Source: an optimization exercise on an open RTL-to-GDS flow (aim: small area and a short achievable clock period). Production flows keep margins and buffers that such runs may drop.

## the reference run
==> module spi_ram_slave_burst, before the edit <==
module spi_ram_slave_burst #(
  parameter int DATA_WIDTH = 8,
  parameter int ADDR_WIDTH = 8,
  parameter bit BURST_EN   = 1'b1
) (
  input  logic clk,
  input  logic rst_n,
  input  logic SS_n,
  input  logic MOSI,
  output logic MISO
);
  logic       idle_q;    
  logic       c1_q;      
  logic       c0_q;      
  logic       data_q;    
  logic [2:0] cnt_q;     
  logic [1:0] cmd_q;
  logic       cmp_q;     
  logic [7:0] rx_q;      
  logic [7:1] tx_q;      
  logic       miso_q;
  logic       rst_seen_q;  
  logic       sel2_q;      
  logic       missed_q;    
  assign MISO = miso_q;
  wire last_bit  = data_q && (cnt_q == 3'd7);
  wire act_waddr = cmp_q && (cmd_q == 2'b00);
  wire act_wdata = cmp_q && (cmd_q == 2'b01);
  wire act_raddr = cmp_q && (cmd_q == 2'b10);
  wire act_rd    = cmp_q && (cmd_q == 2'b11);
  wire act_rdata = act_rd && !SS_n;
  wire ld_next   = last_bit && (cmd_q == 2'b11);
  logic [7:0]    t_q;        
  logic [2047:0] ring_q;     
  logic [7:0] wt_q;
  logic        wpend_q;
  logic [7:0]  wbuf_q;
  logic [7:0]  ws_q;
  logic [31:0] wen_q;
  logic        wnow_q;    
  logic [7:0]  rs_q;
  logic [31:0] csel_q;
  logic        cat_q;
  logic [7:0]  pf_q;
  logic [7:0] tap_word;
  always_comb begin
    tap_word = '0;
    for (int p = 0; p < 32; p++)
      tap_word = tap_word | ((ring_q[64*p +: 8] ^ {8{p[0]}}) & {8{csel_q[p]}});
  end
  logic [2047:0] ring_d;
  always_comb begin
    ring_d = {ring_q[2039:0], ring_q[2047:2040]};
    for (int p = 0; p < 32; p++)
      ring_d[64*p +: 8] = ~(wen_q[p] ? (wbuf_q ^ {8{!p[0]}}) : ring_d[64*p +: 8]);
  end
  wire [7:0] rx_slot = rx_q + t_q + 8'd1;
  logic       wpend_d;
  logic [7:0] wt_d, ws_d;
  always_comb begin
    if (rst_seen_q)     wt_d = t_q + 8'd1;
    else if (act_waddr) wt_d = rx_slot;
    else if (act_wdata) wt_d = wt_q + 8'd2;
    else                wt_d = wt_q + 8'd1;
    if (act_wdata) begin
      wpend_d = 1'b1;
      ws_d    = wt_q + 8'd2;
    end else begin
      wpend_d = wpend_q && !wnow_q;
      ws_d    = ws_q + 8'd1;
    end
  end
  logic [7:0] rs_d, cs_d;
  always_comb begin
    if (rst_seen_q)     rs_d = t_q + 8'd1;
    else if (act_raddr) rs_d = rx_slot;
    else if (act_rd)    rs_d = rs_q + 8'd2;
    else if (missed_q)  rs_d = rs_q;
    else                rs_d = rs_q + 8'd1;
    cs_d = rs_q + (sel2_q ? 8'd2 : 8'd1);
  end
  function automatic logic [31:0] port_of(input logic en, input logic [7:0] slot);
    port_of = (en && slot[2:0] == 3'd0) ? (32'd1 << slot[7:3]) : 32'd0;
  endfunction
  always_ff @(posedge clk) begin
    t_q    <= t_q + 8'd1;
    rx_q   <= {rx_q[6:0], MOSI};
    ring_q <= ring_d;
    wt_q    <= wt_d;
    wpend_q <= wpend_d;
    ws_q    <= ws_d;
    if (act_wdata) wbuf_q <= rx_q;
    wen_q   <= port_of(wpend_d, ws_d);
    wnow_q  <= wpend_d && (ws_d[2:0] == 3'd0);
    rs_q  <= rs_d;
    sel2_q   <= data_q && (cmd_q == 2'b11) && (cnt_q[2:1] == 2'b11);
    missed_q <= act_rd && SS_n;
    cat_q  <= (cs_d[2:0] == 3'd0);
    csel_q <= port_of(1'b1, cs_d);
    if (cat_q) pf_q <= tap_word;
  end
  always_ff @(posedge clk or negedge rst_n) begin
    if (!rst_n) rst_seen_q <= 1'b1;
    else        rst_seen_q <= 1'b0;
  end
  always_ff @(posedge clk or negedge rst_n) begin
    if (!rst_n) begin
      idle_q    <= 1'b1;
      c1_q      <= 1'b0;
      c0_q      <= 1'b0;
      data_q    <= 1'b0;
      cnt_q     <= '0;
      cmd_q     <= '0;
      cmp_q     <= 1'b0;
      tx_q      <= '0;
      miso_q    <= 1'b0;
    end else begin
      if (SS_n) begin
        miso_q <= 1'b0;
        tx_q   <= '0;
      end else if (act_rd) begin
        miso_q <= pf_q[7];
        tx_q   <= pf_q[6:0];
      end else begin
        miso_q <= tx_q[7];
        tx_q   <= {tx_q[6:1], 1'b0};
      end
      cmp_q <= !SS_n && last_bit;
      if (SS_n) begin
        idle_q <= 1'b1;
        c1_q   <= 1'b0;
        c0_q   <= 1'b0;
        data_q <= 1'b0;
      end else begin
        idle_q <= 1'b0;
        c1_q   <= idle_q;
        c0_q   <= c1_q;
        if (c1_q) cmd_q[1] <= MOSI;
        if (c0_q) begin
          cmd_q[0] <= MOSI;
          data_q   <= 1'b1;
          cnt_q    <= '0;
        end else if (data_q) begin
          cnt_q <= cnt_q + 3'd1;
          if (cnt_q == 3'd7 && !cmd_q[0]) data_q <= 1'b0;
        end
      end
    end
  end
endmodule
export LEC_CHECK = 0
export ABC_CLOCK_PERIOD_IN_PS = 2200
export CAP_MARGIN = 20
export CORE_MARGIN = 2
export CORE_UTILIZATION = 40
export CTS_CLUSTER_DIAMETER = 110
export CTS_CLUSTER_SIZE = 25
export SETUP_SLACK_MARGIN = 2.3
export SLEW_MARGIN = 20
create_clock -name core_clock -period 4.4 [get_ports {clk}]
run.sh (not shown) runs the stock make flow with config.mk's settings and CLKGATE_MAP_FILE= SYNTH_SCRIPT=/design/flow/synth_recipe.tcl, a recipe that flattens the netlist after the stock synthesis.
The reference run: flow completed, timing, DRC and antenna clean
Relative to the reference run, the following input files were edited for the trial run:
diff --git a/flow/design.v b/flow/design.v
--- a/flow/design.v
+++ b/flow/design.v
@@ -71,5 +71,5 @@
     end
   end
-  logic [7:0] rs_d, cs_d;
+  logic [7:0] rs_d;
   always_comb begin
     if (rst_seen_q)     rs_d = t_q + 8'd1;
@@ -78,8 +78,13 @@
     else if (missed_q)  rs_d = rs_q;
     else                rs_d = rs_q + 8'd1;
-    cs_d = rs_q + (sel2_q ? 8'd2 : 8'd1);
   end
-  function automatic logic [31:0] port_of(input logic en, input logic [7:0] slot);
-    port_of = (en && slot[2:0] == 3'd0) ? (32'd1 << slot[7:3]) : 32'd0;
+  wire [2:0] wb_lo = act_wdata ? wt_q[2:0] : ws_q[2:0];
+  wire [4:0] wb_hi = act_wdata ? wt_q[7:3] : ws_q[7:3];
+  wire       w_at  = act_wdata ? (wb_lo == 3'd6) : (wpend_d && wb_lo == 3'd7);
+  wire       c_at  = sel2_q ? (rs_q[2:0] == 3'd6) : (rs_q[2:0] == 3'd7);
+  function automatic logic [31:0] port_after(input logic en, input logic [4:0] p);
+    logic [31:0] d;
+    d = 32'd1 << p;
+    port_after = en ? {d[30:0], d[31]} : 32'd0;
   endfunction
   always_ff @(posedge clk) begin
@@ -91,11 +96,11 @@
     ws_q    <= ws_d;
     if (act_wdata) wbuf_q <= rx_q;
-    wen_q   <= port_of(wpend_d, ws_d);
-    wnow_q  <= wpend_d && (ws_d[2:0] == 3'd0);
+    wen_q   <= port_after(w_at, wb_hi);
+    wnow_q  <= w_at;
     rs_q  <= rs_d;
     sel2_q   <= data_q && (cmd_q == 2'b11) && (cnt_q[2:1] == 2'b11);
     missed_q <= act_rd && SS_n;
-    cat_q  <= (cs_d[2:0] == 3'd0);
-    csel_q <= port_of(1'b1, cs_d);
+    cat_q  <= c_at;
+    csel_q <= port_after(c_at, rs_q[7:3]);
     if (cat_q) pf_q <= tap_word;
   end
### Flow results
The trial run went all the way through synthesis, placement and routing and the layout is clean on timing, DRC and antenna. Going from the reference run to the trial run, sum of net half-perimeters after detailed placement grew by a few percent. Between the reference run and the trial run, the synthesized cell count figures differ only marginally. Area growth from synthesis to final layout in the trial run is 0.76 points below the reference run. [compare] base=the reference run new=the trial run: slack of the critical path shows a reduction of 190 ps; detailed-routed wire length on met2 shows an increase of about 1.6%; count of clock-net buffers in the final layout has increased; count of flip-flops with a built-in enable after synthesis held.
No functional check of the RTL was part of any run of this note.

## static timing again, ports no longer ideal
No port has a modelled driver above. Below, the same layouts with a new extraction and two added sets of constraints. Step 1: set_driving_cell puts a clkbuf_16 on clk and a buf_2 on each other input, an assumption about the parent block. Step 2, shift: input delay + t, output delay - t, t = (earliest + latest rising clock arrival at the registers) / 2. This alone moves slack from input paths to output paths. Slacks: ideal ports / drivers / drivers and shift; pairs: ideal ports / drivers.
run	t (ns)	setup slack, ns	worst slew at a driven data input, ns
the reference run	0.760	2.322 / 2.253 / 2.038	0.03
the trial run	0.750	2.136 / 2.066 / 2.029	0.03
After both steps setup and hold are still met in every run listed. The setup slack of the reference run, which loses most, moves by -0.069 ns with the drivers and by -0.284 ns with both steps.
